Context: an optimization exercise on an open-source flow, tuned for a short achievable clock period and few clock cycles per item. The choices shown serve that exercise and are no tape-out recipe. Function was checked by simulation only, so behaviour that the tests miss may differ from the original. Power and IR drop assume default switching activity.

==> flow/design.v <==
package bmem_pkg;
    localparam int BEAT_W      = 64;
    localparam int BEATS       = 4;
    localparam int LINE_W      = BEAT_W * BEATS;
    localparam int OFFSET_BITS = 5;
endpackage
module rr_arbiter2 (
    input  logic req_i,
    input  logic req_d,
    input  logic last_d,
    output logic gnt_d,
    output logic any_req
);
    assign gnt_d   = req_d & (~req_i | ~last_d);
    assign any_req = req_i | req_d;
endmodule
module bmem_line_adapter #(
    parameter int ADDR_W = 32,
    parameter int BEAT_W = 64,
    parameter int BEATS  = 4
) (
    input  logic                      clk,
    input  logic                      rst,
    input  logic [ADDR_W-1:0]         i_addr,
    input  logic                      i_read,
    output logic [BEAT_W*BEATS-1:0]   i_rdata,
    output logic                      i_resp,
    input  logic [ADDR_W-1:0]         d_addr,
    input  logic                      d_read,
    input  logic                      d_write,
    input  logic [BEAT_W*BEATS-1:0]   d_wdata,
    output logic [BEAT_W*BEATS-1:0]   d_rdata,
    output logic                      d_resp,
    output logic [ADDR_W-1:0]         bmem_addr,
    output logic                      bmem_read,
    output logic                      bmem_write,
    output logic [BEAT_W-1:0]         bmem_wdata,
    input  logic                      bmem_ready,
    input  logic [ADDR_W-1:0]         bmem_raddr,
    input  logic [BEAT_W-1:0]         bmem_rdata,
    input  logic                      bmem_rvalid
);
    localparam int LINE_W = BEAT_W * BEATS;
    localparam int CNT_W  = $clog2(BEATS);
    localparam int OFS    = bmem_pkg::OFFSET_BITS;
    localparam int LA_W   = ADDR_W - OFS;
    localparam logic [CNT_W-1:0] LAST_BEAT = CNT_W'(BEATS - 1);
    logic               i_rq, d_rq, d_wr_q;
    logic               rreq_q, rwait_q, wr_q;
    logic               idle;
    logic [CNT_W-1:0]   rcnt_q, wcnt_q;
    logic               cur_d_q, last_d_q, i_taken_q, d_taken_q;
    logic [LA_W-1:0]    la_q;         
    logic [LA_W-1:0]    rd_la_q;      
    logic [BEAT_W-1:0]  wdata_q;
    logic               i_resp_q, d_resp_q;
    logic [BEAT_W-1:0]  rdata_q, top_i_q, top_d_q;
    logic               hit_q;
    logic [CNT_W-1:0]   hidx_q;
    logic [LINE_W-BEAT_W-1:0] asm_i_q, asm_d_q;
    logic               pend_i, pend_d, nxt_d, nxt_valid, nxt_wr;
    logic [LA_W-1:0]    nxt_la;
    logic               wr_last, wr_done;
    assign pend_i = i_rq & ~i_taken_q;
    assign pend_d = d_rq & ~d_taken_q;
    rr_arbiter2 u_arb (
        .req_i   (pend_i),
        .req_d   (pend_d),
        .last_d  (last_d_q),
        .gnt_d   (nxt_d),
        .any_req (nxt_valid)
    );
    assign nxt_wr = nxt_d & d_wr_q;
    assign nxt_la = nxt_d ? d_addr[ADDR_W-1:OFS] : i_addr[ADDR_W-1:OFS];
    assign idle   = ~(rreq_q | rwait_q | wr_q);
    localparam int NS_W = 14;
    function automatic logic [NS_W-1:0] ctl_next(
        input logic             rdy,
        input logic             ev,
        input logic             rreq, rwait, wr,
        input logic [CNT_W-1:0] rcnt, wcnt,
        input logic             cur_d, last_d, i_taken, d_taken, i_resp, d_resp,
        input logic             nvalid, nd, nwr
    );
        logic             hit, rd_done, wr_done, start;
        logic             n_rreq, n_wr, n_rwait, n_cur_d, n_last_d, n_i_taken, n_d_taken;
        logic             n_i_resp, n_d_resp;
        logic [CNT_W-1:0] n_rcnt, n_wcnt;
        hit       = rwait & ev;
        rd_done   = hit & (rcnt == LAST_BEAT);
        wr_done   = wr & (wcnt == LAST_BEAT) & rdy;
        start     = nvalid & (~(rreq | rwait | wr) | rd_done | wr_done);
        n_rreq    = (rreq & ~rdy) | (start & ~nwr);
        n_wr      = (wr & ~wr_done) | (start & nwr);
        n_rwait   = (rreq & rdy) | (rwait & ~rd_done);
        n_rcnt    = rwait ? rcnt + CNT_W'(hit) : '0;
        n_wcnt    = wr ? wcnt + CNT_W'(rdy) : '0;
        n_cur_d   = start ? nd : cur_d;
        n_last_d  = start ? nd : last_d;
        n_i_taken = (start & ~nd) | (i_taken & ~i_resp);
        n_d_taken = (start & nd) | (d_taken & ~d_resp);
        n_i_resp  = rd_done & ~cur_d;
        n_d_resp  = (rd_done & cur_d) | wr_done;
        ctl_next = {n_rreq, n_wr, n_rwait, n_rcnt, n_wcnt, n_cur_d, n_last_d,
                    n_i_taken, n_d_taken, n_i_resp, n_d_resp, hit};
    endfunction
    logic             ev;
    logic [NS_W-1:0]  ns_00, ns_01, ns_10, ns_11, ns;
    logic             hit_d;
    localparam int EQ_N = ADDR_W / 8;
    logic [ADDR_W-1:0] rd_addr;
    logic [EQ_N-1:0]   eq_part;
    assign rd_addr = {rd_la_q, {OFS{1'b0}}};
    for (genvar g = 0; g < EQ_N; g++) begin : g_eq
        bmem_eq8 u_eq (
            .a  (bmem_raddr[8*g +: 8]),
            .b  (rd_addr[8*g +: 8]),
            .eq (eq_part[g])
        );
    end
    assign ev = bmem_rvalid & (&eq_part);
    assign ns_00 = ctl_next(1'b0, 1'b0, rreq_q, rwait_q, wr_q, rcnt_q, wcnt_q, cur_d_q, last_d_q,
                            i_taken_q, d_taken_q, i_resp_q, d_resp_q, nxt_valid, nxt_d, nxt_wr);
    assign ns_01 = ctl_next(1'b0, 1'b1, rreq_q, rwait_q, wr_q, rcnt_q, wcnt_q, cur_d_q, last_d_q,
                            i_taken_q, d_taken_q, i_resp_q, d_resp_q, nxt_valid, nxt_d, nxt_wr);
    assign ns_10 = ctl_next(1'b1, 1'b0, rreq_q, rwait_q, wr_q, rcnt_q, wcnt_q, cur_d_q, last_d_q,
                            i_taken_q, d_taken_q, i_resp_q, d_resp_q, nxt_valid, nxt_d, nxt_wr);
    assign ns_11 = ctl_next(1'b1, 1'b1, rreq_q, rwait_q, wr_q, rcnt_q, wcnt_q, cur_d_q, last_d_q,
                            i_taken_q, d_taken_q, i_resp_q, d_resp_q, nxt_valid, nxt_d, nxt_wr);
    assign ns = ev ? (bmem_ready ? ns_11 : ns_01) : (bmem_ready ? ns_10 : ns_00);
    assign wr_last = wr_q & (wcnt_q == LAST_BEAT);
    assign wr_done = wr_last & bmem_ready;
    always_ff @(posedge clk or posedge rst) begin
        if (rst) begin
            i_rq      <= 1'b0;
            d_rq      <= 1'b0;
            d_wr_q    <= 1'b0;
            rreq_q    <= 1'b0;
            rwait_q   <= 1'b0;
            wr_q      <= 1'b0;
            rcnt_q    <= '0;
            wcnt_q    <= '0;
            cur_d_q   <= 1'b0;
            last_d_q  <= 1'b0;
            i_taken_q <= 1'b0;
            d_taken_q <= 1'b0;
            i_resp_q  <= 1'b0;
            d_resp_q  <= 1'b0;
            hit_q     <= 1'b0;
            hidx_q    <= '0;
        end else begin
            i_rq      <= i_read & ~i_resp_q;
            d_rq      <= (d_read | d_write) & ~d_resp_q;
            d_wr_q    <= d_write;
            {rreq_q, wr_q, rwait_q, rcnt_q, wcnt_q, cur_d_q, last_d_q,
             i_taken_q, d_taken_q, i_resp_q, d_resp_q, hit_q} <= ns;
            hidx_q    <= rcnt_q;
        end
    end
    logic [LA_W-1:0]    cur_la;
    logic               la_hold;
    logic [CNT_W-1:0]   wbeat;
    assign cur_la  = cur_d_q ? d_addr[ADDR_W-1:OFS] : i_addr[ADDR_W-1:OFS];
    assign la_hold = (rreq_q & ~bmem_ready) | (wr_q & ~wr_done);
    assign wbeat   = wr_q ? wcnt_q + CNT_W'(bmem_ready) : '0;
    always_ff @(posedge clk) begin
        la_q    <= la_hold ? cur_la : nxt_la;
        rd_la_q <= cur_la;
        wdata_q <= d_wdata[wbeat*BEAT_W +: BEAT_W];
        rdata_q <= bmem_rdata;
        top_i_q <= rwait_q ? bmem_rdata : rdata_q;
        top_d_q <= rwait_q ? bmem_rdata : top_i_q;
        for (int k = 0; k < BEATS-1; k++) begin
            if (hit_q && hidx_q == CNT_W'(k)) begin
                asm_i_q[k*BEAT_W +: BEAT_W] <= rdata_q;
                asm_d_q[k*BEAT_W +: BEAT_W] <= rdata_q;
            end else begin
                asm_i_q[k*BEAT_W +: BEAT_W] <= asm_d_q[k*BEAT_W +: BEAT_W];
                asm_d_q[k*BEAT_W +: BEAT_W] <= asm_i_q[k*BEAT_W +: BEAT_W];
            end
        end
    end
    assign bmem_addr  = {la_q, {OFS{1'b0}}};
    assign bmem_read  = rreq_q;
    assign bmem_write = wr_q;
    assign bmem_wdata = wdata_q;
    assign i_resp     = i_resp_q;
    assign d_resp     = d_resp_q;
    assign i_rdata    = {top_i_q, asm_i_q};
    assign d_rdata    = {top_d_q, asm_d_q};
endmodule
module bmem_eq8 (
    input  logic [7:0] a,
    input  logic [7:0] b,
    output logic       eq
);
    assign eq = (a == b);
endmodule
==> flow/config.mk <==
export PLATFORM = sky130hd
export DESIGN_NAME = bmem_line_adapter
export DESIGN_NICKNAME = bmem_line_adapter
export VERILOG_FILES = /design/flow/design.v
export SDC_FILE = /design/flow/constraint.sdc
export NUM_CORES = 4
export LEC_CHECK = 0
export CAP_MARGIN = 20
export CORE_AREA = 5 5 355 355
export DIE_AREA = 0 0 360 360
export SETUP_SLACK_MARGIN = 3.5
export SLEW_MARGIN = 20
export SYNTH_HIERARCHICAL = 1
export SYNTH_MINIMUM_KEEP_SIZE = 0
==> flow/constraint.sdc <==
create_clock -name core_clock -period 5.0 [get_ports {clk}]
set_input_delay 1.0000 -clock core_clock [delete_from_list [all_inputs] [get_ports {clk}]]
set_output_delay 1.0000 -clock core_clock [all_outputs]
set_load 0.01 [all_outputs]
run.sh (not shown) runs the stock make flow with config.mk's settings and CLKGATE_MAP_FILE= SYNTH_SCRIPT=/design/flow/synth_recipe.tcl, a recipe that flattens the netlist after the stock synthesis.
The starting point completed without violations.
Testbench counts at the start, summed over its fixed seeds: cycles 31,485, items 4,800.
Then changed:
--- a/flow/design.v
+++ b/flow/design.v
@@ -128,11 +128,12 @@
     assign ns_11 = ctl_next(1'b1, 1'b1, rreq_q, rwait_q, wr_q, rcnt_q, wcnt_q, cur_d_q, last_d_q,
                             i_taken_q, d_taken_q, i_resp_q, d_resp_q, nxt_valid, nxt_d, nxt_wr);
     assign ns = ev ? (bmem_ready ? ns_11 : ns_01) : (bmem_ready ? ns_10 : ns_00);
     assign wr_last = wr_q & (wcnt_q == LAST_BEAT);
     assign wr_done = wr_last & bmem_ready;
-    always_ff @(posedge clk or posedge rst) begin
+    logic bmem_read_o, bmem_write_o, i_resp_o, d_resp_o;
+    always_ff @(posedge clk) begin
         if (rst) begin
             i_rq      <= 1'b0;
             d_rq      <= 1'b0;
             d_wr_q    <= 1'b0;
             rreq_q    <= 1'b0;
@@ -155,10 +156,23 @@
             {rreq_q, wr_q, rwait_q, rcnt_q, wcnt_q, cur_d_q, last_d_q,
              i_taken_q, d_taken_q, i_resp_q, d_resp_q, hit_q} <= ns;
             hidx_q    <= rcnt_q;
         end
     end
+    always_ff @(posedge clk or posedge rst) begin
+        if (rst) begin
+            bmem_read_o  <= 1'b0;
+            bmem_write_o <= 1'b0;
+            i_resp_o     <= 1'b0;
+            d_resp_o     <= 1'b0;
+        end else begin
+            bmem_read_o  <= ns[NS_W-1];
+            bmem_write_o <= ns[NS_W-2];
+            i_resp_o     <= ns[2];
+            d_resp_o     <= ns[1];
+        end
+    end
     logic [LA_W-1:0]    cur_la;
     logic               la_hold;
     logic [CNT_W-1:0]   wbeat;
     assign cur_la  = cur_d_q ? d_addr[ADDR_W-1:OFS] : i_addr[ADDR_W-1:OFS];
     assign la_hold = (rreq_q & ~bmem_ready) | (wr_q & ~wr_done);
@@ -179,15 +193,15 @@
                 asm_d_q[k*BEAT_W +: BEAT_W] <= asm_i_q[k*BEAT_W +: BEAT_W];
             end
         end
     end
     assign bmem_addr  = {la_q, {OFS{1'b0}}};
-    assign bmem_read  = rreq_q;
-    assign bmem_write = wr_q;
+    assign bmem_read  = bmem_read_o;
+    assign bmem_write = bmem_write_o;
     assign bmem_wdata = wdata_q;
-    assign i_resp     = i_resp_q;
-    assign d_resp     = d_resp_q;
+    assign i_resp     = i_resp_o;
+    assign d_resp     = d_resp_o;
     assign i_rdata    = {top_i_q, asm_i_q};
     assign d_rdata    = {top_d_q, asm_d_q};
 endmodule
 module bmem_eq8 (
     input  logic [7:0] a,
=> The new run completed with no timing, DRC or antenna violations. Via count is lower by about 7%. Sequential power is higher by about 3.7%. Final area is lower by about 13%. Wire length is lower by 16%. Total power is higher by 4.7%. Global-route usage is lower by 3.5 points. Combinational power is higher by about 70%. Register-to-register slack gains 0.27 ns. Cell count is lower by about 4.4%. Clock power is lower by about 3.7%. Synthesized area is higher by about 0.9%. Setup slack gains 0.082 ns. Maximum frequency is higher by about 3.7%. First-iteration DRC count is higher by about 10%.
Testbench counts after the change, summed over its fixed seeds: cycles 31,485, items 4,800.

[afterwards: timing with drivers on the ports]
No port has a modelled driver above. Below, the same layouts with a new extraction and two added sets of constraints.
Step 1 (the two cells are an assumption about what drives the block):
set clk [get_ports {clk}]
set_driving_cell -lib_cell sky130_fd_sc_hd__clkbuf_16 $clk
set_driving_cell -lib_cell sky130_fd_sc_hd__buf_2 [delete_from_list [all_inputs] $clk]
Step 2 times the ports against the registers' clock, not the clock port: input delays grow and output delays shrink by t, the midpoint of the rising clock arrivals with the driver on.
Slacks: no drivers / after step 1 / after step 2; pairs: no drivers / after step 1.
run | t (ns) | setup slack, ns | clock arrival spread, ns
the first run | 0.732 | 2.714 / 2.644 / 2.450 | 0.028 / 0.028
the second run | 0.728 | 2.796 / 2.728 / 2.481 | 0.039 / 0.038
After both steps every run listed still meets setup and hold. For the second run, which loses most, drivers alone change the setup slack by -0.068 ns; drivers and shift together by -0.315 ns.
